This is an optimization exercise on Yosys and OpenROAD, whose aim is small area, a short achievable clock period and few clock cycles per item, not a production implementation.
Function was checked by simulation only, so behaviour that the tests miss may differ from the original.
Power is estimated from default activity; no workload was simulated.

`flow/design.v`:
```
package des_pkg;
    typedef logic [63:0] block_t;
    typedef logic [31:0] half_t;
    typedef logic [55:0] cd_t;
    typedef logic [47:0] subkey_t;
    typedef logic [5:0]  sbox_in_t;
    typedef logic [3:0]  sbox_out_t;
    typedef logic [3:0]  round_idx_t;
    typedef enum logic [1:0] {
        st_idle,
        st_run,
        st_done
    } des_state_t;
    localparam int des_rounds = 16;
    localparam logic [15:0] shift_sched = 16'b1000_0001_0000_0011;
    localparam logic [64*8-1:0] ip_tab = {
        8'd58, 8'd50, 8'd42, 8'd34, 8'd26, 8'd18, 8'd10, 8'd2, 8'd60, 8'd52, 8'd44, 8'd36, 8'd28, 8'd20, 8'd12, 8'd4,
        8'd62, 8'd54, 8'd46, 8'd38, 8'd30, 8'd22, 8'd14, 8'd6, 8'd64, 8'd56, 8'd48, 8'd40, 8'd32, 8'd24, 8'd16, 8'd8,
        8'd57, 8'd49, 8'd41, 8'd33, 8'd25, 8'd17, 8'd9, 8'd1, 8'd59, 8'd51, 8'd43, 8'd35, 8'd27, 8'd19, 8'd11, 8'd3,
        8'd61, 8'd53, 8'd45, 8'd37, 8'd29, 8'd21, 8'd13, 8'd5, 8'd63, 8'd55, 8'd47, 8'd39, 8'd31, 8'd23, 8'd15, 8'd7
    };
    localparam logic [64*8-1:0] fp_tab = {
        8'd40, 8'd8, 8'd48, 8'd16, 8'd56, 8'd24, 8'd64, 8'd32, 8'd39, 8'd7, 8'd47, 8'd15, 8'd55, 8'd23, 8'd63, 8'd31,
        8'd38, 8'd6, 8'd46, 8'd14, 8'd54, 8'd22, 8'd62, 8'd30, 8'd37, 8'd5, 8'd45, 8'd13, 8'd53, 8'd21, 8'd61, 8'd29,
        8'd36, 8'd4, 8'd44, 8'd12, 8'd52, 8'd20, 8'd60, 8'd28, 8'd35, 8'd3, 8'd43, 8'd11, 8'd51, 8'd19, 8'd59, 8'd27,
        8'd34, 8'd2, 8'd42, 8'd10, 8'd50, 8'd18, 8'd58, 8'd26, 8'd33, 8'd1, 8'd41, 8'd9, 8'd49, 8'd17, 8'd57, 8'd25
    };
    localparam logic [48*8-1:0] e_tab = {
        8'd32, 8'd1, 8'd2, 8'd3, 8'd4, 8'd5, 8'd4, 8'd5, 8'd6, 8'd7, 8'd8, 8'd9, 8'd8, 8'd9, 8'd10, 8'd11,
        8'd12, 8'd13, 8'd12, 8'd13, 8'd14, 8'd15, 8'd16, 8'd17, 8'd16, 8'd17, 8'd18, 8'd19, 8'd20, 8'd21, 8'd20, 8'd21,
        8'd22, 8'd23, 8'd24, 8'd25, 8'd24, 8'd25, 8'd26, 8'd27, 8'd28, 8'd29, 8'd28, 8'd29, 8'd30, 8'd31, 8'd32, 8'd1
    };
    localparam logic [32*8-1:0] p_tab = {
        8'd16, 8'd7, 8'd20, 8'd21, 8'd29, 8'd12, 8'd28, 8'd17, 8'd1, 8'd15, 8'd23, 8'd26, 8'd5, 8'd18, 8'd31, 8'd10,
        8'd2, 8'd8, 8'd24, 8'd14, 8'd32, 8'd27, 8'd3, 8'd9, 8'd19, 8'd13, 8'd30, 8'd6, 8'd22, 8'd11, 8'd4, 8'd25
    };
    localparam logic [56*8-1:0] pc1_tab = {
        8'd57, 8'd49, 8'd41, 8'd33, 8'd25, 8'd17, 8'd9, 8'd1, 8'd58, 8'd50, 8'd42, 8'd34, 8'd26, 8'd18, 8'd10, 8'd2,
        8'd59, 8'd51, 8'd43, 8'd35, 8'd27, 8'd19, 8'd11, 8'd3, 8'd60, 8'd52, 8'd44, 8'd36, 8'd63, 8'd55, 8'd47, 8'd39,
        8'd31, 8'd23, 8'd15, 8'd7, 8'd62, 8'd54, 8'd46, 8'd38, 8'd30, 8'd22, 8'd14, 8'd6, 8'd61, 8'd53, 8'd45, 8'd37,
        8'd29, 8'd21, 8'd13, 8'd5, 8'd28, 8'd20, 8'd12, 8'd4
    };
    localparam logic [48*8-1:0] pc2_tab = {
        8'd14, 8'd17, 8'd11, 8'd24, 8'd1, 8'd5, 8'd3, 8'd28, 8'd15, 8'd6, 8'd21, 8'd10, 8'd23, 8'd19, 8'd12, 8'd4,
        8'd26, 8'd8, 8'd16, 8'd7, 8'd27, 8'd20, 8'd13, 8'd2, 8'd41, 8'd52, 8'd31, 8'd37, 8'd47, 8'd55, 8'd30, 8'd40,
        8'd51, 8'd45, 8'd33, 8'd48, 8'd44, 8'd49, 8'd39, 8'd56, 8'd34, 8'd53, 8'd46, 8'd42, 8'd50, 8'd36, 8'd29, 8'd32
    };
    function automatic block_t initial_perm(block_t x);
        block_t r;
        for (int i = 0; i < 64; i++) begin
            r[63 - i] = x[64 - ip_tab[(63 - i) * 8 +: 8]];
        end
        initial_perm = r;
    endfunction
    function automatic block_t final_perm(block_t x);
        block_t r;
        for (int i = 0; i < 64; i++) begin
            r[63 - i] = x[64 - fp_tab[(63 - i) * 8 +: 8]];
        end
        final_perm = r;
    endfunction
    function automatic subkey_t expand(half_t x);
        subkey_t r;
        for (int i = 0; i < 48; i++) begin
            r[47 - i] = x[32 - e_tab[(47 - i) * 8 +: 8]];
        end
        expand = r;
    endfunction
    function automatic half_t p_perm(half_t x);
        half_t r;
        for (int i = 0; i < 32; i++) begin
            r[31 - i] = x[32 - p_tab[(31 - i) * 8 +: 8]];
        end
        p_perm = r;
    endfunction
    function automatic cd_t pc1(block_t x);
        cd_t r;
        for (int i = 0; i < 56; i++) begin
            r[55 - i] = x[64 - pc1_tab[(55 - i) * 8 +: 8]];
        end
        pc1 = r;
    endfunction
    function automatic subkey_t pc2(cd_t x);
        subkey_t r;
        for (int i = 0; i < 48; i++) begin
            r[47 - i] = x[56 - pc2_tab[(47 - i) * 8 +: 8]];
        end
        pc2 = r;
    endfunction
endpackage
`timescale 1ns/1ns
module des_sbox (
    input  des_pkg::subkey_t mixed,
    output des_pkg::half_t   sub
);
    logic [5:0] x0;
    logic [3:0] t0 [4];
    assign x0 = mixed[47:42];
    always_comb begin
        case ({x0[4], x0[3], x0[2], x0[1]})
            4'd0: t0[0] = 4'd14;
            4'd1: t0[0] = 4'd4;
            4'd2: t0[0] = 4'd13;
            4'd3: t0[0] = 4'd1;
            4'd4: t0[0] = 4'd2;
            4'd5: t0[0] = 4'd15;
            4'd6: t0[0] = 4'd11;
            4'd7: t0[0] = 4'd8;
            4'd8: t0[0] = 4'd3;
            4'd9: t0[0] = 4'd10;
            4'd10: t0[0] = 4'd6;
            4'd11: t0[0] = 4'd12;
            4'd12: t0[0] = 4'd5;
            4'd13: t0[0] = 4'd9;
            4'd14: t0[0] = 4'd0;
            4'd15: t0[0] = 4'd7;
            default: t0[0] = 4'd0;
        endcase
    end
    always_comb begin
        case ({x0[4], x0[3], x0[2], x0[1]})
            4'd0: t0[1] = 4'd0;
            4'd1: t0[1] = 4'd15;
            4'd2: t0[1] = 4'd7;
            4'd3: t0[1] = 4'd4;
            4'd4: t0[1] = 4'd14;
            4'd5: t0[1] = 4'd2;
            4'd6: t0[1] = 4'd13;
            4'd7: t0[1] = 4'd1;
            4'd8: t0[1] = 4'd10;
            4'd9: t0[1] = 4'd6;
            4'd10: t0[1] = 4'd12;
            4'd11: t0[1] = 4'd11;
            4'd12: t0[1] = 4'd9;
            4'd13: t0[1] = 4'd5;
            4'd14: t0[1] = 4'd3;
            4'd15: t0[1] = 4'd8;
            default: t0[1] = 4'd0;
        endcase
    end
    always_comb begin
        case ({x0[4], x0[3], x0[2], x0[1]})
            4'd0: t0[2] = 4'd4;
            4'd1: t0[2] = 4'd1;
            4'd2: t0[2] = 4'd14;
            4'd3: t0[2] = 4'd8;
            4'd4: t0[2] = 4'd13;
            4'd5: t0[2] = 4'd6;
            4'd6: t0[2] = 4'd2;
            4'd7: t0[2] = 4'd11;
            4'd8: t0[2] = 4'd15;
            4'd9: t0[2] = 4'd12;
            4'd10: t0[2] = 4'd9;
            4'd11: t0[2] = 4'd7;
            4'd12: t0[2] = 4'd3;
            4'd13: t0[2] = 4'd10;
            4'd14: t0[2] = 4'd5;
            4'd15: t0[2] = 4'd0;
            default: t0[2] = 4'd0;
        endcase
    end
    always_comb begin
        case ({x0[4], x0[3], x0[2], x0[1]})
            4'd0: t0[3] = 4'd15;
            4'd1: t0[3] = 4'd12;
            4'd2: t0[3] = 4'd8;
            4'd3: t0[3] = 4'd2;
            4'd4: t0[3] = 4'd4;
            4'd5: t0[3] = 4'd9;
            4'd6: t0[3] = 4'd1;
            4'd7: t0[3] = 4'd7;
            4'd8: t0[3] = 4'd5;
            4'd9: t0[3] = 4'd11;
            4'd10: t0[3] = 4'd3;
            4'd11: t0[3] = 4'd14;
            4'd12: t0[3] = 4'd10;
            4'd13: t0[3] = 4'd0;
            4'd14: t0[3] = 4'd6;
            4'd15: t0[3] = 4'd13;
            default: t0[3] = 4'd0;
        endcase
    end
    assign sub[31:28] = t0[{x0[5], x0[0]}];
    logic [5:0] x1;
    logic [3:0] t1 [4];
    assign x1 = mixed[41:36];
    always_comb begin
        case ({x1[4], x1[3], x1[2], x1[0]})
            4'd0: t1[0] = 4'd15;
            4'd1: t1[0] = 4'd3;
            4'd2: t1[0] = 4'd8;
            4'd3: t1[0] = 4'd4;
            4'd4: t1[0] = 4'd6;
            4'd5: t1[0] = 4'd15;
            4'd6: t1[0] = 4'd3;
            4'd7: t1[0] = 4'd8;
            4'd8: t1[0] = 4'd9;
            4'd9: t1[0] = 4'd12;
            4'd10: t1[0] = 4'd2;
            4'd11: t1[0] = 4'd1;
            4'd12: t1[0] = 4'd12;
            4'd13: t1[0] = 4'd6;
            4'd14: t1[0] = 4'd5;
            4'd15: t1[0] = 4'd11;
            default: t1[0] = 4'd0;
        endcase
    end
    always_comb begin
        case ({x1[4], x1[3], x1[2], x1[0]})
            4'd0: t1[1] = 4'd1;
            4'd1: t1[1] = 4'd13;
            4'd2: t1[1] = 4'd14;
            4'd3: t1[1] = 4'd7;
            4'd4: t1[1] = 4'd11;
            4'd5: t1[1] = 4'd2;
            4'd6: t1[1] = 4'd4;
            4'd7: t1[1] = 4'd14;
            4'd8: t1[1] = 4'd7;
            4'd9: t1[1] = 4'd0;
            4'd10: t1[1] = 4'd13;
            4'd11: t1[1] = 4'd10;
            4'd12: t1[1] = 4'd0;
            4'd13: t1[1] = 4'd9;
            4'd14: t1[1] = 4'd10;
            4'd15: t1[1] = 4'd5;
            default: t1[1] = 4'd0;
        endcase
    end
    always_comb begin
        case ({x1[4], x1[3], x1[2], x1[0]})
            4'd0: t1[2] = 4'd0;
            4'd1: t1[2] = 4'd13;
            4'd2: t1[2] = 4'd7;
            4'd3: t1[2] = 4'd10;
            4'd4: t1[2] = 4'd10;
            4'd5: t1[2] = 4'd3;
            4'd6: t1[2] = 4'd13;
            4'd7: t1[2] = 4'd4;
            4'd8: t1[2] = 4'd5;
            4'd9: t1[2] = 4'd11;
            4'd10: t1[2] = 4'd12;
            4'd11: t1[2] = 4'd7;
            4'd12: t1[2] = 4'd9;
            4'd13: t1[2] = 4'd0;
            4'd14: t1[2] = 4'd2;
            4'd15: t1[2] = 4'd14;
            default: t1[2] = 4'd0;
        endcase
    end
    always_comb begin
        case ({x1[4], x1[3], x1[2], x1[0]})
            4'd0: t1[3] = 4'd14;
            4'd1: t1[3] = 4'd8;
            4'd2: t1[3] = 4'd11;
            4'd3: t1[3] = 4'd1;
            4'd4: t1[3] = 4'd4;
            4'd5: t1[3] = 4'd15;
            4'd6: t1[3] = 4'd1;
            4'd7: t1[3] = 4'd2;
            4'd8: t1[3] = 4'd8;
            4'd9: t1[3] = 4'd6;
            4'd10: t1[3] = 4'd6;
            4'd11: t1[3] = 4'd12;
            4'd12: t1[3] = 4'd3;
            4'd13: t1[3] = 4'd5;
            4'd14: t1[3] = 4'd15;
            4'd15: t1[3] = 4'd9;
            default: t1[3] = 4'd0;
        endcase
    end
    assign sub[27:24] = t1[{x1[5], x1[1]}];
    logic [5:0] x2;
    logic [3:0] t2 [4];
    assign x2 = mixed[35:30];
    always_comb begin
        case ({x2[5], x2[4], x2[1], x2[0]})
            4'd0: t2[0] = 4'd10;
            4'd1: t2[0] = 4'd13;
            4'd2: t2[0] = 4'd0;
            4'd3: t2[0] = 4'd7;
            4'd4: t2[0] = 4'd1;
            4'd5: t2[0] = 4'd2;
            4'd6: t2[0] = 4'd13;
            4'd7: t2[0] = 4'd8;
            4'd8: t2[0] = 4'd13;
            4'd9: t2[0] = 4'd1;
            4'd10: t2[0] = 4'd6;
            4'd11: t2[0] = 4'd10;
            4'd12: t2[0] = 4'd11;
            4'd13: t2[0] = 4'd4;
            4'd14: t2[0] = 4'd1;
            4'd15: t2[0] = 4'd15;
            default: t2[0] = 4'd0;
        endcase
    end
    always_comb begin
        case ({x2[5], x2[4], x2[1], x2[0]})
            4'd0: t2[1] = 4'd9;
            4'd1: t2[1] = 4'd0;
            4'd2: t2[1] = 4'd14;
            4'd3: t2[1] = 4'd9;
            4'd4: t2[1] = 4'd12;
            4'd5: t2[1] = 4'd5;
            4'd6: t2[1] = 4'd7;
            4'd7: t2[1] = 4'd14;
            4'd8: t2[1] = 4'd4;
            4'd9: t2[1] = 4'd13;
            4'd10: t2[1] = 4'd9;
            4'd11: t2[1] = 4'd0;
            4'd12: t2[1] = 4'd2;
            4'd13: t2[1] = 4'd14;
            4'd14: t2[1] = 4'd12;
            4'd15: t2[1] = 4'd3;
            default: t2[1] = 4'd0;
        endcase
    end
    always_comb begin
        case ({x2[5], x2[4], x2[1], x2[0]})
            4'd0: t2[2] = 4'd6;
            4'd1: t2[2] = 4'd3;
            4'd2: t2[2] = 4'd3;
            4'd3: t2[2] = 4'd4;
            4'd4: t2[2] = 4'd11;
            4'd5: t2[2] = 4'd12;
            4'd6: t2[2] = 4'd4;
            4'd7: t2[2] = 4'd11;
            4'd8: t2[2] = 4'd8;
            4'd9: t2[2] = 4'd6;
            4'd10: t2[2] = 4'd15;
            4'd11: t2[2] = 4'd9;
            4'd12: t2[2] = 4'd5;
            4'd13: t2[2] = 4'd11;
            4'd14: t2[2] = 4'd10;
            4'd15: t2[2] = 4'd5;
            default: t2[2] = 4'd0;
        endcase
    end
    always_comb begin
        case ({x2[5], x2[4], x2[1], x2[0]})
            4'd0: t2[3] = 4'd15;
            4'd1: t2[3] = 4'd6;
            4'd2: t2[3] = 4'd5;
            4'd3: t2[3] = 4'd10;
            4'd4: t2[3] = 4'd2;
            4'd5: t2[3] = 4'd15;
            4'd6: t2[3] = 4'd8;
            4'd7: t2[3] = 4'd1;
            4'd8: t2[3] = 4'd3;
            4'd9: t2[3] = 4'd8;
            4'd10: t2[3] = 4'd0;
            4'd11: t2[3] = 4'd7;
            4'd12: t2[3] = 4'd14;
            4'd13: t2[3] = 4'd2;
            4'd14: t2[3] = 4'd7;
            4'd15: t2[3] = 4'd12;
            default: t2[3] = 4'd0;
        endcase
    end
    assign sub[23:20] = t2[{x2[3], x2[2]}];
    logic [5:0] x3;
    logic [3:0] t3 [4];
    assign x3 = mixed[29:24];
    always_comb begin
        case ({x3[4], x3[3], x3[2], x3[1]})
            4'd0: t3[0] = 4'd7;
            4'd1: t3[0] = 4'd13;
            4'd2: t3[0] = 4'd14;
            4'd3: t3[0] = 4'd3;
            4'd4: t3[0] = 4'd0;
            4'd5: t3[0] = 4'd6;
            4'd6: t3[0] = 4'd9;
            4'd7: t3[0] = 4'd10;
            4'd8: t3[0] = 4'd1;
            4'd9: t3[0] = 4'd2;
            4'd10: t3[0] = 4'd8;
            4'd11: t3[0] = 4'd5;
            4'd12: t3[0] = 4'd11;
            4'd13: t3[0] = 4'd12;
            4'd14: t3[0] = 4'd4;
            4'd15: t3[0] = 4'd15;
            default: t3[0] = 4'd0;
        endcase
    end
    always_comb begin
        case ({x3[4], x3[3], x3[2], x3[1]})
            4'd0: t3[1] = 4'd13;
            4'd1: t3[1] = 4'd8;
            4'd2: t3[1] = 4'd11;
            4'd3: t3[1] = 4'd5;
            4'd4: t3[1] = 4'd6;
            4'd5: t3[1] = 4'd15;
            4'd6: t3[1] = 4'd0;
            4'd7: t3[1] = 4'd3;
            4'd8: t3[1] = 4'd4;
            4'd9: t3[1] = 4'd7;
            4'd10: t3[1] = 4'd2;
            4'd11: t3[1] = 4'd12;
            4'd12: t3[1] = 4'd1;
            4'd13: t3[1] = 4'd10;
            4'd14: t3[1] = 4'd14;
            4'd15: t3[1] = 4'd9;
            default: t3[1] = 4'd0;
        endcase
    end
    always_comb begin
        case ({x3[4], x3[3], x3[2], x3[1]})
            4'd0: t3[2] = 4'd10;
            4'd1: t3[2] = 4'd6;
            4'd2: t3[2] = 4'd9;
            4'd3: t3[2] = 4'd0;
            4'd4: t3[2] = 4'd12;
            4'd5: t3[2] = 4'd11;
            4'd6: t3[2] = 4'd7;
            4'd7: t3[2] = 4'd13;
            4'd8: t3[2] = 4'd15;
            4'd9: t3[2] = 4'd1;
            4'd10: t3[2] = 4'd3;
            4'd11: t3[2] = 4'd14;
            4'd12: t3[2] = 4'd5;
            4'd13: t3[2] = 4'd2;
            4'd14: t3[2] = 4'd8;
            4'd15: t3[2] = 4'd4;
            default: t3[2] = 4'd0;
        endcase
    end
    always_comb begin
        case ({x3[4], x3[3], x3[2], x3[1]})
            4'd0: t3[3] = 4'd3;
            4'd1: t3[3] = 4'd15;
            4'd2: t3[3] = 4'd0;
            4'd3: t3[3] = 4'd6;
            4'd4: t3[3] = 4'd10;
            4'd5: t3[3] = 4'd1;
            4'd6: t3[3] = 4'd13;
            4'd7: t3[3] = 4'd8;
            4'd8: t3[3] = 4'd9;
            4'd9: t3[3] = 4'd4;
            4'd10: t3[3] = 4'd5;
            4'd11: t3[3] = 4'd11;
            4'd12: t3[3] = 4'd12;
            4'd13: t3[3] = 4'd7;
            4'd14: t3[3] = 4'd2;
            4'd15: t3[3] = 4'd14;
            default: t3[3] = 4'd0;
        endcase
    end
    assign sub[19:16] = t3[{x3[5], x3[0]}];
    logic [5:0] x4;
    logic [3:0] t4 [4];
    assign x4 = mixed[23:18];
    always_comb begin
        case ({x4[5], x4[4], x4[2], x4[1]})
            4'd0: t4[0] = 4'd2;
            4'd1: t4[0] = 4'd12;
            4'd2: t4[0] = 4'd4;
            4'd3: t4[0] = 4'd1;
            4'd4: t4[0] = 4'd8;
            4'd5: t4[0] = 4'd5;
            4'd6: t4[0] = 4'd3;
            4'd7: t4[0] = 4'd15;
            4'd8: t4[0] = 4'd4;
            4'd9: t4[0] = 4'd2;
            4'd10: t4[0] = 4'd1;
            4'd11: t4[0] = 4'd11;
            4'd12: t4[0] = 4'd15;
            4'd13: t4[0] = 4'd9;
            4'd14: t4[0] = 4'd12;
            4'd15: t4[0] = 4'd5;
            default: t4[0] = 4'd0;
        endcase
    end
    always_comb begin
        case ({x4[5], x4[4], x4[2], x4[1]})
            4'd0: t4[1] = 4'd14;
            4'd1: t4[1] = 4'd11;
            4'd2: t4[1] = 4'd2;
            4'd3: t4[1] = 4'd12;
            4'd4: t4[1] = 4'd5;
            4'd5: t4[1] = 4'd0;
            4'd6: t4[1] = 4'd15;
            4'd7: t4[1] = 4'd10;
            4'd8: t4[1] = 4'd11;
            4'd9: t4[1] = 4'd8;
            4'd10: t4[1] = 4'd12;
            4'd11: t4[1] = 4'd7;
            4'd12: t4[1] = 4'd6;
            4'd13: t4[1] = 4'd15;
            4'd14: t4[1] = 4'd0;
            4'd15: t4[1] = 4'd9;
            default: t4[1] = 4'd0;
        endcase
    end
    always_comb begin
        case ({x4[5], x4[4], x4[2], x4[1]})
            4'd0: t4[2] = 4'd7;
            4'd1: t4[2] = 4'd10;
            4'd2: t4[2] = 4'd11;
            4'd3: t4[2] = 4'd6;
            4'd4: t4[2] = 4'd13;
            4'd5: t4[2] = 4'd0;
            4'd6: t4[2] = 4'd14;
            4'd7: t4[2] = 4'd9;
            4'd8: t4[2] = 4'd10;
            4'd9: t4[2] = 4'd13;
            4'd10: t4[2] = 4'd7;
            4'd11: t4[2] = 4'd8;
            4'd12: t4[2] = 4'd6;
            4'd13: t4[2] = 4'd3;
            4'd14: t4[2] = 4'd0;
            4'd15: t4[2] = 4'd14;
            default: t4[2] = 4'd0;
        endcase
    end
    always_comb begin
        case ({x4[5], x4[4], x4[2], x4[1]})
            4'd0: t4[3] = 4'd4;
            4'd1: t4[3] = 4'd7;
            4'd2: t4[3] = 4'd13;
            4'd3: t4[3] = 4'd1;
            4'd4: t4[3] = 4'd3;
            4'd5: t4[3] = 4'd9;
            4'd6: t4[3] = 4'd8;
            4'd7: t4[3] = 4'd6;
            4'd8: t4[3] = 4'd1;
            4'd9: t4[3] = 4'd14;
            4'd10: t4[3] = 4'd2;
            4'd11: t4[3] = 4'd13;
            4'd12: t4[3] = 4'd10;
            4'd13: t4[3] = 4'd4;
            4'd14: t4[3] = 4'd5;
            4'd15: t4[3] = 4'd3;
            default: t4[3] = 4'd0;
        endcase
    end
    assign sub[15:12] = t4[{x4[3], x4[0]}];
    logic [5:0] x5;
    logic [3:0] t5 [4];
    assign x5 = mixed[17:12];
    always_comb begin
        case ({x5[5], x5[4], x5[3], x5[0]})
            4'd0: t5[0] = 4'd12;
            4'd1: t5[0] = 4'd10;
            4'd2: t5[0] = 4'd9;
            4'd3: t5[0] = 4'd7;
            4'd4: t5[0] = 4'd0;
            4'd5: t5[0] = 4'd6;
            4'd6: t5[0] = 4'd14;
            4'd7: t5[0] = 4'd0;
            4'd8: t5[0] = 4'd9;
            4'd9: t5[0] = 4'd4;
            4'd10: t5[0] = 4'd2;
            4'd11: t5[0] = 4'd9;
            4'd12: t5[0] = 4'd7;
            4'd13: t5[0] = 4'd11;
            4'd14: t5[0] = 4'd1;
            4'd15: t5[0] = 4'd6;
            default: t5[0] = 4'd0;
        endcase
    end
    always_comb begin
        case ({x5[5], x5[4], x5[3], x5[0]})
            4'd0: t5[1] = 4'd1;
            4'd1: t5[1] = 4'd15;
            4'd2: t5[1] = 4'd2;
            4'd3: t5[1] = 4'd12;
            4'd4: t5[1] = 4'd13;
            4'd5: t5[1] = 4'd1;
            4'd6: t5[1] = 4'd7;
            4'd7: t5[1] = 4'd11;
            4'd8: t5[1] = 4'd14;
            4'd9: t5[1] = 4'd3;
            4'd10: t5[1] = 4'd8;
            4'd11: t5[1] = 4'd5;
            4'd12: t5[1] = 4'd0;
            4'd13: t5[1] = 4'd14;
            4'd14: t5[1] = 4'd13;
            4'd15: t5[1] = 4'd0;
            default: t5[1] = 4'd0;
        endcase
    end
    always_comb begin
        case ({x5[5], x5[4], x5[3], x5[0]})
            4'd0: t5[2] = 4'd10;
            4'd1: t5[2] = 4'd4;
            4'd2: t5[2] = 4'd6;
            4'd3: t5[2] = 4'd9;
            4'd4: t5[2] = 4'd3;
            4'd5: t5[2] = 4'd13;
            4'd6: t5[2] = 4'd5;
            4'd7: t5[2] = 4'd3;
            4'd8: t5[2] = 4'd15;
            4'd9: t5[2] = 4'd2;
            4'd10: t5[2] = 4'd12;
            4'd11: t5[2] = 4'd15;
            4'd12: t5[2] = 4'd4;
            4'd13: t5[2] = 4'd1;
            4'd14: t5[2] = 4'd11;
            4'd15: t5[2] = 4'd8;
            default: t5[2] = 4'd0;
        endcase
    end
    always_comb begin
        case ({x5[5], x5[4], x5[3], x5[0]})
            4'd0: t5[3] = 4'd15;
            4'd1: t5[3] = 4'd2;
            4'd2: t5[3] = 4'd8;
            4'd3: t5[3] = 4'd5;
            4'd4: t5[3] = 4'd4;
            4'd5: t5[3] = 4'd14;
            4'd6: t5[3] = 4'd11;
            4'd7: t5[3] = 4'd8;
            4'd8: t5[3] = 4'd5;
            4'd9: t5[3] = 4'd12;
            4'd10: t5[3] = 4'd3;
            4'd11: t5[3] = 4'd10;
            4'd12: t5[3] = 4'd10;
            4'd13: t5[3] = 4'd7;
            4'd14: t5[3] = 4'd6;
            4'd15: t5[3] = 4'd13;
            default: t5[3] = 4'd0;
        endcase
    end
    assign sub[11:8] = t5[{x5[2], x5[1]}];
    logic [5:0] x6;
    logic [3:0] t6 [4];
    assign x6 = mixed[11:6];
    always_comb begin
        case ({x6[4], x6[3], x6[2], x6[1]})
            4'd0: t6[0] = 4'd4;
            4'd1: t6[0] = 4'd11;
            4'd2: t6[0] = 4'd2;
            4'd3: t6[0] = 4'd14;
            4'd4: t6[0] = 4'd15;
            4'd5: t6[0] = 4'd0;
            4'd6: t6[0] = 4'd8;
            4'd7: t6[0] = 4'd13;
            4'd8: t6[0] = 4'd3;
            4'd9: t6[0] = 4'd12;
            4'd10: t6[0] = 4'd9;
            4'd11: t6[0] = 4'd7;
            4'd12: t6[0] = 4'd5;
            4'd13: t6[0] = 4'd10;
            4'd14: t6[0] = 4'd6;
            4'd15: t6[0] = 4'd1;
            default: t6[0] = 4'd0;
        endcase
    end
    always_comb begin
        case ({x6[4], x6[3], x6[2], x6[1]})
            4'd0: t6[1] = 4'd13;
            4'd1: t6[1] = 4'd0;
            4'd2: t6[1] = 4'd11;
            4'd3: t6[1] = 4'd7;
            4'd4: t6[1] = 4'd4;
            4'd5: t6[1] = 4'd9;
            4'd6: t6[1] = 4'd1;
            4'd7: t6[1] = 4'd10;
            4'd8: t6[1] = 4'd14;
            4'd9: t6[1] = 4'd3;
            4'd10: t6[1] = 4'd5;
            4'd11: t6[1] = 4'd12;
            4'd12: t6[1] = 4'd2;
            4'd13: t6[1] = 4'd15;
            4'd14: t6[1] = 4'd8;
            4'd15: t6[1] = 4'd6;
            default: t6[1] = 4'd0;
        endcase
    end
    always_comb begin
        case ({x6[4], x6[3], x6[2], x6[1]})
            4'd0: t6[2] = 4'd1;
            4'd1: t6[2] = 4'd4;
            4'd2: t6[2] = 4'd11;
            4'd3: t6[2] = 4'd13;
            4'd4: t6[2] = 4'd12;
            4'd5: t6[2] = 4'd3;
            4'd6: t6[2] = 4'd7;
            4'd7: t6[2] = 4'd14;
            4'd8: t6[2] = 4'd10;
            4'd9: t6[2] = 4'd15;
            4'd10: t6[2] = 4'd6;
            4'd11: t6[2] = 4'd8;
            4'd12: t6[2] = 4'd0;
            4'd13: t6[2] = 4'd5;
            4'd14: t6[2] = 4'd9;
            4'd15: t6[2] = 4'd2;
            default: t6[2] = 4'd0;
        endcase
    end
    always_comb begin
        case ({x6[4], x6[3], x6[2], x6[1]})
            4'd0: t6[3] = 4'd6;
            4'd1: t6[3] = 4'd11;
            4'd2: t6[3] = 4'd13;
            4'd3: t6[3] = 4'd8;
            4'd4: t6[3] = 4'd1;
            4'd5: t6[3] = 4'd4;
            4'd6: t6[3] = 4'd10;
            4'd7: t6[3] = 4'd7;
            4'd8: t6[3] = 4'd9;
            4'd9: t6[3] = 4'd5;
            4'd10: t6[3] = 4'd0;
            4'd11: t6[3] = 4'd15;
            4'd12: t6[3] = 4'd14;
            4'd13: t6[3] = 4'd2;
            4'd14: t6[3] = 4'd3;
            4'd15: t6[3] = 4'd12;
            default: t6[3] = 4'd0;
        endcase
    end
    assign sub[7:4] = t6[{x6[5], x6[0]}];
    logic [5:0] x7;
    logic [3:0] t7 [4];
    assign x7 = mixed[5:0];
    always_comb begin
        case ({x7[5], x7[4], x7[2], x7[1]})
            4'd0: t7[0] = 4'd13;
            4'd1: t7[0] = 4'd2;
            4'd2: t7[0] = 4'd8;
            4'd3: t7[0] = 4'd4;
            4'd4: t7[0] = 4'd10;
            4'd5: t7[0] = 4'd9;
            4'd6: t7[0] = 4'd3;
            4'd7: t7[0] = 4'd14;
            4'd8: t7[0] = 4'd7;
            4'd9: t7[0] = 4'd11;
            4'd10: t7[0] = 4'd4;
            4'd11: t7[0] = 4'd1;
            4'd12: t7[0] = 4'd0;
            4'd13: t7[0] = 4'd6;
            4'd14: t7[0] = 4'd10;
            4'd15: t7[0] = 4'd13;
            default: t7[0] = 4'd0;
        endcase
    end
    always_comb begin
        case ({x7[5], x7[4], x7[2], x7[1]})
            4'd0: t7[1] = 4'd1;
            4'd1: t7[1] = 4'd15;
            4'd2: t7[1] = 4'd13;
            4'd3: t7[1] = 4'd8;
            4'd4: t7[1] = 4'd12;
            4'd5: t7[1] = 4'd5;
            4'd6: t7[1] = 4'd6;
            4'd7: t7[1] = 4'd11;
            4'd8: t7[1] = 4'd2;
            4'd9: t7[1] = 4'd1;
            4'd10: t7[1] = 4'd14;
            4'd11: t7[1] = 4'd7;
            4'd12: t7[1] = 4'd15;
            4'd13: t7[1] = 4'd12;
            4'd14: t7[1] = 4'd9;
            4'd15: t7[1] = 4'd0;
            default: t7[1] = 4'd0;
        endcase
    end
    always_comb begin
        case ({x7[5], x7[4], x7[2], x7[1]})
            4'd0: t7[2] = 4'd6;
            4'd1: t7[2] = 4'd15;
            4'd2: t7[2] = 4'd11;
            4'd3: t7[2] = 4'd1;
            4'd4: t7[2] = 4'd5;
            4'd5: t7[2] = 4'd0;
            4'd6: t7[2] = 4'd12;
            4'd7: t7[2] = 4'd7;
            4'd8: t7[2] = 4'd9;
            4'd9: t7[2] = 4'd12;
            4'd10: t7[2] = 4'd14;
            4'd11: t7[2] = 4'd2;
            4'd12: t7[2] = 4'd15;
            4'd13: t7[2] = 4'd3;
            4'd14: t7[2] = 4'd5;
            4'd15: t7[2] = 4'd8;
            default: t7[2] = 4'd0;
        endcase
    end
    always_comb begin
        case ({x7[5], x7[4], x7[2], x7[1]})
            4'd0: t7[3] = 4'd10;
            4'd1: t7[3] = 4'd3;
            4'd2: t7[3] = 4'd7;
            4'd3: t7[3] = 4'd4;
            4'd4: t7[3] = 4'd0;
            4'd5: t7[3] = 4'd14;
            4'd6: t7[3] = 4'd9;
            4'd7: t7[3] = 4'd2;
            4'd8: t7[3] = 4'd4;
            4'd9: t7[3] = 4'd10;
            4'd10: t7[3] = 4'd8;
            4'd11: t7[3] = 4'd13;
            4'd12: t7[3] = 4'd3;
            4'd13: t7[3] = 4'd5;
            4'd14: t7[3] = 4'd6;
            4'd15: t7[3] = 4'd11;
            default: t7[3] = 4'd0;
        endcase
    end
    assign sub[3:0] = t7[{x7[3], x7[0]}];
endmodule
`timescale 1ns/1ns
module des_round (
    input  des_pkg::half_t   left,
    input  des_pkg::half_t   right,
    input  des_pkg::subkey_t subkey,
    output des_pkg::half_t   left_out,
    output des_pkg::half_t   right_out
);
    des_pkg::subkey_t mixed;
    des_pkg::half_t   sub;
    assign mixed = des_pkg::expand(right) ^ subkey;
    des_sbox u_sbox (
        .mixed (mixed),
        .sub   (sub)
    );
    assign left_out  = right;
    assign right_out = left ^ des_pkg::p_perm(sub);
endmodule
`timescale 1ns/1ns
module des_key_schedule (
    input  logic             ck,
    input  logic             rst,
    input  logic             key_capture,
    input  logic             decrypt,
    input  des_pkg::block_t  key,
    input  logic             round_en,
    input  logic             one_shift,
    output logic             pend,
    output des_pkg::subkey_t subkey
);
    des_pkg::cd_t cd;
    des_pkg::cd_t cd0;
    logic         dec;
    function automatic des_pkg::cd_t rotl(des_pkg::cd_t x, logic one);
        logic [27:0] c;
        logic [27:0] d;
        c = x[55:28];
        d = x[27:0];
        if (one) begin
            rotl = {c[26:0], c[27], d[26:0], d[27]};
        end else begin
            rotl = {c[25:0], c[27:26], d[25:0], d[27:26]};
        end
    endfunction
    function automatic des_pkg::cd_t rotr(des_pkg::cd_t x, logic one);
        logic [27:0] c;
        logic [27:0] d;
        c = x[55:28];
        d = x[27:0];
        if (one) begin
            rotr = {c[0], c[27:1], d[0], d[27:1]};
        end else begin
            rotr = {c[1:0], c[27:2], d[1:0], d[27:2]};
        end
    endfunction
    assign cd0 = des_pkg::pc1(key);
    always_ff @(posedge ck) begin
        if (rst) begin
            pend <= 1'b0;
        end else if (key_capture) begin
            pend <= !decrypt;
        end else begin
            pend <= 1'b0;
        end
    end
    logic sel_key;
    logic sel_l1;
    logic sel_l2;
    logic sel_r1;
    logic sel_r2;
    logic cd_en;
    assign sel_key = key_capture;
    assign sel_l1  = !key_capture && (pend || (round_en && !dec && one_shift));
    assign sel_l2  = !key_capture && !pend && round_en && !dec && !one_shift;
    assign sel_r1  = !key_capture && !pend && round_en && dec && one_shift;
    assign sel_r2  = !key_capture && !pend && round_en && dec && !one_shift;
    assign cd_en   = key_capture || pend || round_en;
    always_ff @(posedge ck) begin
        if (key_capture) begin
            dec <= decrypt;
        end
    end
    always_ff @(posedge ck) begin
        cd <= ({56{sel_key}} & cd0)
            | ({56{sel_l1}} & rotl(cd, 1'b1))
            | ({56{sel_l2}} & rotl(cd, 1'b0))
            | ({56{sel_r1}} & rotr(cd, 1'b1))
            | ({56{sel_r2}} & rotr(cd, 1'b0))
            | ({56{!cd_en}} & cd);
    end
    assign subkey = des_pkg::pc2(cd);
endmodule
`timescale 1ns/1ns
module des_block_path (
    input  logic             ck,
    input  logic             load_block,
    input  logic             round_en,
    input  des_pkg::block_t  din,
    input  des_pkg::subkey_t subkey,
    output des_pkg::block_t  dout
);
    des_pkg::block_t lr;
    des_pkg::half_t  left_n;
    des_pkg::half_t  right_n;
    des_round u_round (
        .left      (lr[63:32]),
        .right     (lr[31:0]),
        .subkey    (subkey),
        .left_out  (left_n),
        .right_out (right_n)
    );
    logic hold;
    assign hold = !load_block && !round_en;
    always_ff @(posedge ck) begin
        lr <= ({64{load_block}} & des_pkg::initial_perm(din))
            | ({64{round_en}} & {left_n, right_n})
            | ({64{hold}} & lr);
    end
    assign dout = des_pkg::final_perm({lr[31:0], lr[63:32]});
endmodule
`timescale 1ns/1ns
module des_control (
    input  logic ck,
    input  logic rst,
    input  logic start,
    input  logic key_load,
    input  logic pend,
    output logic key_capture,
    output logic load_block,
    output logic round_en,
    output logic one_shift,
    output logic done,
    output logic busy
);
    logic [3:0] step;
    assign key_capture = key_load && !busy;
    assign load_block  = start && !busy;
    assign round_en    = busy && !done && !pend;
    assign one_shift = (step == 4'd0) || (step == 4'd7) || (step == 4'd14) || (step == 4'd15);
    always_ff @(posedge ck) begin
        if (rst) begin
            busy <= 1'b0;
            done <= 1'b0;
            step <= '0;
        end else begin
            done <= round_en && (step == 4'd15);
            if (load_block) begin
                busy <= 1'b1;
            end else if (done) begin
                busy <= 1'b0;
            end
            if (round_en) begin
                step <= step + 1'b1;
            end
        end
    end
endmodule
`timescale 1ns/1ns
module des_core (
    input  logic            ck,
    input  logic            rst,
    input  logic            key_load,
    input  logic            decrypt,
    input  logic            start,
    input  des_pkg::block_t key,
    input  des_pkg::block_t din,
    output des_pkg::block_t dout,
    output logic            done,
    output logic            busy
);
    logic             key_capture;
    logic             load_block;
    logic             round_en;
    logic             one_shift;
    logic             pend;
    des_pkg::subkey_t subkey;
    des_control u_control (
        .ck          (ck),
        .rst         (rst),
        .start       (start),
        .key_load    (key_load),
        .pend        (pend),
        .key_capture (key_capture),
        .load_block  (load_block),
        .round_en    (round_en),
        .one_shift   (one_shift),
        .done        (done),
        .busy        (busy)
    );
    des_key_schedule u_key_schedule (
        .ck          (ck),
        .rst         (rst),
        .key_capture (key_capture),
        .decrypt     (decrypt),
        .key         (key),
        .round_en    (round_en),
        .one_shift   (one_shift),
        .pend        (pend),
        .subkey      (subkey)
    );
    des_block_path u_block_path (
        .ck         (ck),
        .load_block (load_block),
        .round_en   (round_en),
        .din        (din),
        .subkey     (subkey),
        .dout       (dout)
    );
endmodule
```
`flow/flow/run.sh`:
```
#!/bin/bash
# The standard layout (standard.sh), with these changes to how it is made:
#  - the port buffers are plain buf_1 cells instead of the delay cells
#    buffer_ports picks by itself;
#  - synthesis skips the half/full-adder extraction (no ADDER_MAP_FILE), so the
#    S-box logic is left whole to ABC;
set -euo pipefail
export BUFFER_PORTS_ARGS="-buffer_cell sky130_fd_sc_hd__buf_1"
export ADDER_MAP_FILE=
if [[ -f flow/abc.script ]]; then
  rm -rf own_scripts
  cp -r "$FLOW_HOME/scripts" own_scripts
  cp flow/abc.script own_scripts/abc_area.script
  SCRIPTS_DIR="$PWD/own_scripts" bash standard.sh synth > flow_synth.log 2>&1
fi
bash standard.sh finish > flow_make.log 2>&1
```
`flow/flow/abc.script`:
```
&get -n
&st
&dch -f
&nf -R 1000
&put
topo
stime -c
buffer -c
upsize -c
dnsize -c
```
`flow/standard.sh`:
```
#!/bin/bash
# synth_recipe.tcl (not shown) runs the flow's synth.tcl, then flattens the netlist and writes it again
# the make line also repeats each setting of config.mk as NAME=value (left out here)
make -C /OpenROAD-flow-scripts/flow DESIGN_CONFIG=/design/flow/config.mk WORK_HOME=/design/flow/orfs CLKGATE_MAP_FILE= SYNTH_SCRIPT=/design/flow/synth_recipe.tcl "${@:-finish}"
```
`flow/config.mk`:
```
export PLATFORM = sky130hd
export DESIGN_NAME = des_core
export DESIGN_NICKNAME = des_core
export VERILOG_FILES = /design/flow/design.v
export SDC_FILE = /design/flow/constraint.sdc
export NUM_CORES = 4
export LEC_CHECK = 0
export ABC_AREA = 1
export CAP_MARGIN = 20
export CORE_MARGIN = 2
export CORE_UTILIZATION = 40
export CTS_BUF_LIST = sky130_fd_sc_hd__clkbuf_8
export SETUP_SLACK_MARGIN = 3.65
export SLEW_MARGIN = 20
```
`flow/constraint.sdc`:
```
create_clock -name core_clock -period 6.0 [get_ports {ck}]
set_input_delay 1.2000 -clock core_clock [delete_from_list [all_inputs] [get_ports {ck}]]
set_output_delay 1.2000 -clock core_clock [all_outputs]
set_load 0.01 [all_outputs]
```
==> key figures, run 1 <==
Worst setup path
  – Critical path buffer and inverter count: 1
  – Cells on worst reg2reg path: 8
  – CP Depth: 1
  – CP max stage cell: dfxtp_4
  – Crit. End Element: output port
  – CP startpoint: u_block_path.lr[16]
  – Worst r2r dst: u_block_path.lr[0]
  – Register-to-register setup slack: 3.73 ns
  – CP Cell Sequence: buf_1
  – Setup crit start kind: register
  – RR Startpoint: u_block_path.lr[7]
  – Worst Setup EP: dout[60]
  – Arr. time, crit path: 1.14 ns
  – WS Path Type: reg2out
  – Worst endpoint required time: about 4.8 ns
  – CP Max Fanout: 7
  – Crit path largest cell delay: 0.51 ns
  – Family with the most delay on the worst path: flip-flops

STA
  – Max-slew headroom: 0.552
  – Max Freq: around 430 MHz
  – Final Hold Fails: 0
  – Setup tns final: 0 ns
  – Period utilization: 0.390
  – Post-layout min period: 2.34 ns
  – Fin. max-slew vios: 0
  – RSZ-0062 raised after global routing: true
  – Fin Hold WS: ~0.47 ns
  – Endpoints failing setup: 0
  – Final clock skew: 0.0124 ns
  – Worst-Margin Slew: 0.669 ns

Synthesis
  – Mapped cell area: 9250 sq um
  – Synth area leader: dfxtp_1
  – Register area share after synthesis: 0.278
  – Post-synth cell types: 60
  – Syn nets: 1378
  – Synth warnings: 13
  – Synthesized flop and latch total: 128
  – Asr flop ratio synth: 0
  – Primary FF master, synth: dfxtp_1
  – Syn Area/Cell: 7.43 sq um
  – Synth Instances: 1245
  – Yosys top cell area share: 0.275
  – Top cells by area, synth: dfxtp_1 27%, a222oi_1 12%, nand2_1 8.7%
  – EDFF count, synth: 1

Global route
  – First-pass GRT wire length: 51500 um
  – Total GRT Usage: 0.269
  – Vias in the first global route: 9143
  – Pin count of the biggest net entering global routing: 62
  – Initial antenna violation count: 0
  – Congestion Overflow GR: 0

Place
  – Hpwl dp: 23500 um
  – Count of input and output buffers: 190
  – Gpl congestion: between 0.9 and 1

Finish
  – Antenna diode count: 0
  – # fillers: around 2200
  – P&R area growth vs syn: 22.3%
  – Nets: roughly 1500
  – Final Core Density: 0.499
  – Layout cells sized above 1: 0.156

Floorplan
  – Initial cell density of the core: 0.408
  – Core area: 22600 sq um
  – I/O pin count: roughly 200
  – Die H: 156 um
  – Number of cell rows: 55
  – Die Area: 24300 sq um
  – Die width: 156 um

Clock tree
  – Max clock buf depth: 2
  – Num CTS Buffers: 17
  – # clock sinks: 128
  – Clk pin slew, worst setup/hold paths: roughly 0.07 ns
  – Hold Buf Count CTS: 0
  – CTS H-Tree Depth: 4
  – Root buffer cell: clkbuf_8
  – CTS tree: yes
  – Skew-Pair Late Insertion Delay: 0.46 ns

Drt
  – First-pass DRT Iterations: 14
  – Final ANT Viol Nets: 0
  – Total number of vias: 10500
  – Routed wire per std cell: 20.5 um
  – Drt first-iter violations: 1620
  – WL final: 33700 um
  – # DRC: 0
  – Vias/cell: roughly 6.4

Worst hold path
  – Hold Path Class: reg2reg

Job
  – MaxCap Viol Count: 0

Status
  – Status: finished clean

Power and ir drop
  – Max VDD drop: 240 uV
  – Leakage: ~0.0041 uW
  – Power Density: 724 nW/um^2
[cells by family (layout without fill, tap and decap cells)]
| group | Yosys count | in the layout | share of synthesized area |
|---|---|---|---|
| mux | 2 | 2 | 0.00217 |
| buf+inv | 135 | 248 | 0.0620 |
| xor+xnor | 131 | 131 | 0.130 |
| compound gates | 442 | 443 | 0.344 |
| flops | 128 | 128 | 0.278 |
| simple gates | 407 | 411 | 0.184 |
[synth_stat cells, types with 4 or more instances]
library cell / number
nand2_1: 215
dfxtp_1: 127
a222oi_1: 112
nor2_1: 107
clkbuf_1: 86
a22oi_1: 68
xnor2_1: 68
a21oi_1: 63
o21ai_0: 58
xor2_1: 57
o21ai_1: 50
nand3_1: 33
buf_2: 32
a31oi_1: 22
o211ai_1: 19
nor3_1: 14
buf_1: 9
o31ai_1: 9
a211oi_1: 7
o22ai_1: 6
and2_1: 5
nand4_1: 5
o311ai_0: 5
and3_1: 4
nor2b_1: 4
or3_1: 4
[where the power goes]
part / internal [uW] / switching, uW
combinational: 2170 / 3350
sequential: 1190 / 748
clock: 345 / 388
[metal layers]
metal	GRT usage	vias up	routed length, um
li1	-	4900	-
met1	0.355	4955	13900
met2	0.439	623	15900
met3	0.0369	68	2670
met4	0.115	0	1260
met5	0	-	0
[placed cells by master, fill, tap and decap left out, drive strengths merged, types with 19 or more instances in the layout]
cell type,count
nand2,215
buf,213
dfxtp,127
nor2,114
a222oi,112
o21ai,108
xnor2,72
a22oi,68
a21oi,65
xor2,59
nand3,33
a31oi,22
o211ai,19
[what timing repair did]
item	CTS	global route
resized for setup	79	115
buffers inserted	8	3
endpoints found under the setup margin	129	109
cloned	5	0
pin swaps	5	9
[through the flow]
| step | cells | power [uW] | worst slack, ns | cell area [sq um] |
|---|---|---|---|---|
| 2_1_floorplan | 1245 | 5440 | 3.60 | 9250 |
| 3_3_place_gp | 1600 | 6750 | 2.89 | 9910 |
| 3_5_place_dp | 1600 | 6690 | 2.89 | 9910 |
| 4_1_cts | 1645 | 7690 | 3.62 | 10700 |
| 5_1_grt | 1648 | 8840 | 3.62 | 11300 |
| 6_report | 1648 | 8190 | 3.66 | 11300 |
[registers in the layout, summed over array words and instances (netlist names)]
signal,flops
u_key_schedule.pend,1
u_block_path.lr,64
u_key_schedule.dec,1
u_key_schedule.cd,56
u_control.done,1
u_control.busy,1
u_control.step,4
[final cells by class]
class                           instances  area, sq um  area share
Tap cell                              285          357      0.0315
Timing Repair Buffer                  213          917      0.0811
Clock inverter                         14          134      0.0118
Multi-Input combinational cell        987         6940       0.614
Inverter                                3         11.3    0.000996
Clock buffer                           18          248      0.0219
Sequential cell                       128         2700       0.239
[how the worst min path moves through the flow]
stage | endpoint | startpoint | slack (ns) | cells after the start
2_1_floorplan | u_control.done | u_control.step[3] | 0.44 | 2
3_3_place_gp | u_block_path.lr[34] | u_block_path.lr[34] | 0.45 | 2
3_5_place_dp | u_block_path.lr[34] | u_block_path.lr[34] | 0.46 | 2
4_1_cts | u_block_path.lr[34] | u_block_path.lr[34] | 0.47 | 2
5_1_grt | u_block_path.lr[34] | u_block_path.lr[34] | 0.49 | 2
6_report | u_block_path.lr[34] | u_block_path.lr[34] | 0.47 | 2
[worst min-delay path: cells and delay by family (launching register included)]
family / cells / cell delay [ns]
DFF: 1 / 0.33
and+or+nand+nor: 2 / 0.10
Testbench counts, summed over its fixed seeds: cycles 23,199, blocks 1,280.
==> inputs of run 2 (changes only) <==
--- a/flow/config.mk
+++ b/flow/config.mk
@@ -10,5 +10,4 @@
 export CORE_MARGIN = 2
 export CORE_UTILIZATION = 40
-export CTS_BUF_LIST = sky130_fd_sc_hd__clkbuf_8
 export SETUP_SLACK_MARGIN = 3.65
 export SLEW_MARGIN = 20
==> key figures, run 2 <==
Finish
  – Nets: 1484 (+0.067%)
  – Final instance area: 11500 sq um (+1.4%)
  – Top reg by flops: u_block_path.lr
  – Most frequent cells in the layout: 212 x nand2_1, 190 x buf_1, 112 x a222oi_1
  – Largest register FFs: 64 (unchanged)
  – # fillers: 2202 (-0.41%)
  – Commonest non-fill, non-tap cell in the layout: nand2_1
  – P&R area growth vs syn: 24.0%
  – Leading registers by flop count: u_block_path.lr (64), u_key_schedule.cd (56), u_control.step (4)
  – Layout cells sized above 1: 0.147 (-0.00818)

Status
  – Status: finished clean

Worst setup path
  – RR Startpoint: u_block_path.lr[4]
  – WS Path Type: reg2out
  – Cells on worst reg2reg path: 10 (+2)
  – CP Max Fanout: 5 (-2)
  – Crit path largest cell delay: 0.54 ns (+0.03 ns)
  – CP Cell Sequence: buf_1
  – CP max stage cell: dfxtp_1
  – Worst endpoint required time: 4.80 ns (about the same)
  – Crit. End Element: output port
  – Register-to-register setup slack: 3.70 ns (-0.03 ns)
  – Family with the most delay on the worst path: flip-flops
  – CP Depth: 1 (unchanged)
  – Arr. time, crit path: 1.16 ns (+0.02 ns)
  – Critical path buffer and inverter count: 1 (unchanged)
  – Setup crit start kind: register
  – Worst r2r dst: u_block_path.lr[0]

Clock tree
  – CTS tree: yes
  – # clock sinks: 128 (unchanged)
  – Num CTS Buffers: 17 (unchanged)
  – CTS H-Tree Depth: 4 (unchanged)
  – Root buffer cell: clkbuf_16
  – Max clock buf depth: 2 (unchanged)
  – Skew-Pair Late Insertion Delay: 0.43 ns (-0.03 ns)
  – Clk pin slew, worst setup/hold paths: 0.06 ns (about the same)

Place
  – Pre-CTS WS: 2.89 ns (unchanged)
  – Count of input and output buffers: 190 (unchanged)
  – Placed Instance Area: 9910 sq um (unchanged)
  – Gpl congestion: 0.912 (unchanged)
  – Hpwl dp: 23500 um (unchanged)

STA
  – Final Hold Fails: 0 (unchanged)
  – Final clock skew: 0.00909 ns (-0.00328 ns)
  – Worst-Margin Slew: 0.697 ns (+0.0277 ns)
  – RSZ-0062 raised after global routing: true
  – Endpoints failing setup: 0 (unchanged)
  – Fin. max-slew vios: 0 (unchanged)
  – Period utilization: 0.394 (+0.00374)
  – Max Freq: 423 MHz (-0.95%)
  – PnR worst setup slack: 3.64 ns (-0.0224 ns)
  – Setup tns final: 0 ns (unchanged)
  – Max-slew headroom: 0.534 (-0.0185)
  – Post-layout min period: 2.36 ns (+0.0224 ns)

Floorplan
  – Die Area: 24300 sq um (unchanged)
  – Die width: 156 um (unchanged)
  – Die H: 156 um (unchanged)
  – I/O pin count: 199 (unchanged)
  – Core area: 22600 sq um (unchanged)
  – Initial cell density of the core: 0.408 (unchanged)
  – Number of cell rows: 55 (unchanged)

Synthesis
  – Syn Area/Cell: 7.43 sq um (unchanged)
  – Yosys top cell area share: 0.275 (unchanged)
  – Synthesized flop and latch total: 128 (unchanged)
  – Synth area leader: dfxtp_1
  – Synth warnings: 13 (unchanged)
  – Register area share after synthesis: 0.278 (unchanged)
  – Post-synth cell types: 60 (unchanged)
  – Top cells by count, synth: 215 x nand2_1, 127 x dfxtp_1, 112 x a222oi_1, 107 x nor2_1, 86 x clkbuf_1
  – Top-count cell post-synth: nand2_1
  – Synth Instances: 1245 (unchanged)
  – Asr flop ratio synth: 0 (unchanged)
  – Syn nets: 1378 (unchanged)
  – Mapped cell area: 9250 sq um (unchanged)
  – EDFF count, synth: 1 (unchanged)
  – Top cells by area, synth: dfxtp_1 27%, a222oi_1 12%, nand2_1 8.7%
  – Primary FF master, synth: dfxtp_1

Worst hold path
  – Hold Path Class: reg2reg
  – Hold Path End: u_block_path.lr[52]
  – Worst Hold Depth: 2 (unchanged)
  – Hold Startpoint: u_block_path.lr[52]

Job
  – MaxCap Viol Count: 0 (unchanged)

Power and ir drop
  – Leakage: 0.00420 uW (+1.9%)
  – Power Density: 738 nW/um^2 (+1.9%)
  – Max VDD drop: 227 uV (-5.4%)

Global route
  – First-pass GRT wire length: 51600 um (+0.24%)
  – Total GRT Usage: 0.270 (+0.00151)
  – Vias in the first global route: 9167 (+0.26%)
  – Pin count of the biggest net entering global routing: 62 (unchanged)
  – Congestion Overflow GR: 0 (unchanged)
  – Initial antenna violation count: 1 (+1)

Drt
  – # DRC: 0 (unchanged)
  – Total number of vias: 10500 (-0.32%)
  – First-pass DRT Iterations: 17 (+3)
  – Vias/cell: 6.37 (-0.44%)
  – Drt first-iter violations: 1677 (+3.5%)
  – WL final: 33900 um (+0.60%)
  – Final ANT Viol Nets: 0 (unchanged)
  – Routed wire per std cell: 20.5 um (+0.48%)
==> run 2: per-layer routing <==
metal | wire (um) | GRT usage | vias up
met5 | 0 | 0 | -
met4 | 1050 | 0.105 | 0
met3 | 2730 | 0.0408 | 61
met2 | 16300 | 0.448 | 597
met1 | 13900 | 0.353 | 4953
li1 | - | - | 4901
==> run 2: stage by stage <==
step           hold WS (ns)  power (uW)  std cells   util
2_1_floorplan         0.444        5440       1245      -
3_3_place_gp          0.453        6750       1600  0.438
3_5_place_dp          0.459        6690       1600  0.438
4_1_cts               0.466        7970       1643  0.482
5_1_grt               0.483        9100       1649  0.506
6_report              0.468        8460       1650  0.506
==> run 2: kinds of logic after synthesis <==
group / share of synthesized area
xor+xnor: 0.130
compound gates: 0.344
buf+inv: 0.0620
flops: 0.278
mux: 0.00217
simple gates: 0.184
==> run 2: area by class of cell <==
type | count | area [sq um] | area share
multi-input cells | 987 | 6910 | 0.603
flip-flops and latches | 128 | 2690 | 0.235
repair buffers | 214 | 925 | 0.0806
clock buffers | 19 | 443 | 0.0386
well taps | 285 | 357 | 0.0311
clock inverters | 13 | 130 | 0.0113
inverters | 3 | 11.3 | 0.000982
diodes | 1 | 2.50 | 0.000218
==> run 2: worst max-delay path by stage <==
stage                         from                    end  slack (ns)
6_report       u_block_path.lr[26]               dout[46]        3.64
4_1_cts        u_block_path.lr[24]               dout[62]        3.64
3_5_place_dp              key_load  u_key_schedule.cd[53]        2.89
3_3_place_gp              key_load  u_key_schedule.cd[38]        2.89
2_1_floorplan             key_load   u_key_schedule.cd[0]        3.60
5_1_grt         u_block_path.lr[7]    u_block_path.lr[28]        3.58
==> run 2: repair_timing <==
| item | in CTS | in global routing |
|---|---|---|
| gates cloned | 5 | 0 |
| setup buffers | 6 | 6 |
| endpoints found under the setup margin | 136 | 99 |
| gates resized for setup | 81 | 95 |
| pin swaps | 4 | 8 |
| hold buffers | 0 | 0 |
==> run 2: power by group <==
part / internal [uW] / leakage, uW / total [uW] / switching [uW]
registers: 1190 / 0.00109 / 1940 / 755
logic: 2160 / 0.00283 / 5500 / 3340
clock network: 588 / 0.000279 / 1020 / 429
total: 3930 / 0.00420 / 8460 / 4530
==> inputs of run 3 (changes only) <==
--- a/flow/config.mk
+++ b/flow/config.mk
@@ -10,4 +10,5 @@
 export CORE_MARGIN = 2
 export CORE_UTILIZATION = 40
-export SETUP_SLACK_MARGIN = 3.65
+export CTS_BUF_LIST = sky130_fd_sc_hd__clkbuf_8
+export SETUP_SLACK_MARGIN = 3.8
 export SLEW_MARGIN = 20
==> key figures, run 3 <==
Status
  – Status: finished clean

Synthesis
  – Syn nets: 1378 (unchanged)
  – Top cells by area, synth: dfxtp_1 27%, a222oi_1 12%, nand2_1 8.7%
  – Syn Area/Cell: 7.43 sq um (unchanged)
  – Mapped cell area: 9250 sq um (unchanged)
  – EDFF count, synth: 1 (unchanged)
  – Primary FF master, synth: dfxtp_1
  – Synth area leader: dfxtp_1
  – Synth warnings: 13 (unchanged)
  – Post-synth cell types: 60 (unchanged)
  – Yosys top cell area share: 0.275 (unchanged)
  – Synthesized flop and latch total: 128 (unchanged)
  – Asr flop ratio synth: 0 (unchanged)
  – Top cells by count, synth: 215 x nand2_1, 127 x dfxtp_1, 112 x a222oi_1, 107 x nor2_1, 86 x clkbuf_1
  – Register area share after synthesis: 0.278 (unchanged)
  – Synth Instances: 1245 (unchanged)
  – Top-count cell post-synth: nand2_1

Worst hold path
  – Hold Path Class: reg2reg
  – Worst Hold Depth: 2 (unchanged)

Drt
  – Vias/cell: 6.43 (+0.91%)
  – Drt first-iter violations: 1975 (+18%)
  – First-pass DRT Iterations: 12 (-5)
  – Routed wire per std cell: 21.0 um (+2.4%)
  – WL final: 36600 um (+7.9%)
  – Final ANT Viol Nets: 0 (unchanged)
  – Total number of vias: 11200 (+6.4%)
  – # DRC: 0 (unchanged)

Place
  – Gpl congestion: 0.976 (+7.0%)
  – Count of input and output buffers: 190 (unchanged)
  – Placed Instance Area: 9920 sq um (+0.13%)
  – Hpwl dp: 23200 um (-1.3%)

Power and ir drop
  – Seq pwr share: 0.195 (-0.034)
  – P_int: 4580 uW (+16%)
  – Switching Power: 4910 uW (+8.5%)
  – Leakage: 0.00496 uW (+18%)
  – Tot Pwr: 9490 uW (+12%)
  – Max VDD drop: 230 uV (+1.4%)
  – Clk network pwr share: 0.085 (-0.035)
  – Sw Share: 0.518 (-0.0175)
  – Power Density: 735 nW/um^2 (-0.33%)
  – Combinational power share: 0.720 (+0.070)

Worst setup path
  – Family with the most delay on the worst path: simple AND/OR/NAND/NOR gates
  – CP Cell Sequence: xor2_4 > or2_4 > and2_4 > nor2_4 > a31oi_1 > o211ai_1 > nand3_1 > o22ai_2 > xor2_1 > o21ai_1
  – Critical path buffer and inverter count: 0 (-1)
  – Worst endpoint required time: 6.32 ns (+1.52 ns)
  – CP Max Fanout: 6 (+1)
  – Crit path largest cell delay: 0.40 ns (-0.14 ns)
  – Cells on worst reg2reg path: 10 (unchanged)
  – CP max stage cell: dfxtp_4
  – Crit. End Element: register
  – WS Path Type: reg2reg
  – Arr. time, crit path: 2.56 ns (+1.40 ns)
  – Setup crit start kind: register
  – CP Depth: 10 (+9)

STA
  – Period utilization: 0.374 (-0.0201)
  – Final clock skew: 0.0166 ns (+0.00747 ns)
  – Setup tns final: 0 ns (unchanged)
  – Final Hold Fails: 0 (unchanged)
  – Endpoints failing setup: 0 (unchanged)
  – Fin. max-slew vios: 0 (unchanged)
  – Max Freq: 446 MHz (+5.4%)
  – Worst-Margin Slew: 0.683 ns (-0.0140 ns)
  – Max-slew headroom: 0.543 (+0.00938)
  – RSZ-0062 raised after global routing: true
  – Post-layout min period: 2.24 ns (-0.121 ns)

Clock tree
  – Skew-Pair Late Insertion Delay: 0.46 ns (+0.03 ns)
  – Clk pin slew, worst setup/hold paths: 0.08 ns (+0.02 ns)
  – Num CTS Buffers: 17 (unchanged)
  – Hold Buf Count CTS: 0 (unchanged)
  – Root buffer cell: clkbuf_8
  – Max clock buf depth: 2 (unchanged)
  – # clock sinks: 128 (unchanged)
  – CTS tree: yes
  – CTS H-Tree Depth: 4 (unchanged)

Floorplan
  – I/O pin count: 199 (unchanged)
  – Number of cell rows: 55 (unchanged)
  – Die H: 156 um (unchanged)
  – Die Area: 24300 sq um (unchanged)
  – Core area: 22600 sq um (unchanged)
  – Initial cell density of the core: 0.408 (unchanged)
  – Die width: 156 um (unchanged)

Finish
  – Largest register FFs: 64 (unchanged)
  – Layout cells sized above 1: 0.309 (+0.161)
  – Final instance area: 12900 sq um (+13%)
  – Commonest non-fill, non-tap cell in the layout: nand2_1
  – # fillers: 2032 (-7.7%)
  – Nets: 1574 (+6.1%)
  – P&R area growth vs syn: 39.5%
  – Top reg by flops: u_block_path.lr
  – Most frequent cells in the layout: 199 x nand2_1, 127 x buf_1, 112 x a222oi_1
  – Antenna diode count: 0 (-1)
  – Leading registers by flop count: u_block_path.lr (64), u_key_schedule.cd (56), u_control.step (4)

Global route
  – Congestion Overflow GR: 0 (unchanged)
  – First-pass GRT wire length: 53000 um (+2.8%)
  – Vias in the first global route: 9582 (+4.5%)
  – Total GRT Usage: 0.277 (+0.00714)
  – Initial antenna violation count: 0 (-1)
  – Pin count of the biggest net entering global routing: 68 (+9.7%)

Job
  – MaxCap Viol Count: 0 (unchanged)
## run 3: cell counts after synthesis
Identical to the previous run, type by type.
## run 3: final timing paths
path / to / slack, ns / start
worst max-delay path: u_block_path.lr[2] / 3.76 / u_key_schedule.cd[48]
worst min-delay path: u_block_path.lr[52] / 0.45 / u_block_path.lr[52]
worst max register to register: u_block_path.lr[2] / 3.76 / u_key_schedule.cd[48]
worst min register to register: u_block_path.lr[52] / 0.45 / u_block_path.lr[52]
## run 3: kinds of logic (layout without fill, tap and decap cells)
kind of cell    count (synthesis)  in the layout  synth area share
buf+inv                       135            339            0.0620
xor+xnor                      131            131             0.130
mux                             2              2           0.00217
simple gates                  407            411             0.184
flops                         128            128             0.278
compound gates                442            443             0.344
## run 3: power by group through the flow
stage	clock (uW)	sequential [uW]	combinational [uW]
after floorplan	0	1420	4020
after global placement	0	1760	4910
after detailed placement	0	1760	4880
after CTS	816	1760	5640
after global routing	848	1880	7430
final	804	1850	6840
## run 3: worst min-delay path: stages, from the launching register on
cell and delay [ns]:
dfxtp_2 0.33, nand2_1 0.05, nand2_1 0.04
## run 3: per-stage QoR
stage	cells	utilization	worst slack, ns	hold WS [ns]
after floorplan	1245	-	3.72	0.444
after global placement	1598	0.437	2.71	0.454
after detailed placement	1599	0.438	2.68	0.460
after CTS	1682	0.509	3.69	0.458
after global routing	1739	0.570	3.68	0.469
final	1739	0.570	3.76	0.451
## run 3: layout make-up
type | instances | area (sq um) | share of cell area
multi-input cells | 987 | 7360 | 0.570
flip-flops and latches | 128 | 2820 | 0.219
repair buffers | 304 | 1940 | 0.151
well taps | 285 | 357 | 0.0276
clock buffers | 19 | 262 | 0.0203
clock inverters | 13 | 153 | 0.0118
inverters | 3 | 11.3 | 0.000873
## run 3: repair_timing
item                       4_1_cts  5_1_grt
setup endpoints to repair      185      115
pin swaps                        8       41
cloned                           5        2
buffers inserted                46       55
gates resized for setup        247      173
## run 3: per-layer routing
metal,track usage,wire (um)
met5,0,0
met4,0.0931,1160
met3,0.0686,4430
met2,0.413,16000
met1,0.391,15000

==> afterwards: timing with drivers on the ports <==
Ports are ideal in the flow. The routed layouts listed here were re-timed in OpenROAD. Step 1 assumes that a clkbuf_16 drives the clock port and a buf_2 every other input. Step 2 adds t to the input delays and takes it off the output delays; t is the mean of the earliest and latest rising clock arrival at the registers after step 1. Input paths then give back, and output paths get back, about the clock's delay inside the block. Three values: no drivers, after step 1, after step 2; two values: the first two.
run | t (ns) | setup WS [ns] | slew at the worst register clock pin (ns)
run 1 | 0.489 | 3.661 / 3.621 / 3.293 | 0.09 / 0.09
run 2 | 0.473 | 3.638 / 3.592 / 3.305 | 0.06 / 0.06
run 3 | 0.495 | 3.759 / 3.717 / 3.359 | 0.09 / 0.09
After both steps every run listed still meets setup and hold. For run 3, which loses most, drivers alone change the setup slack by -0.042 ns; drivers and shift together by -0.400 ns.
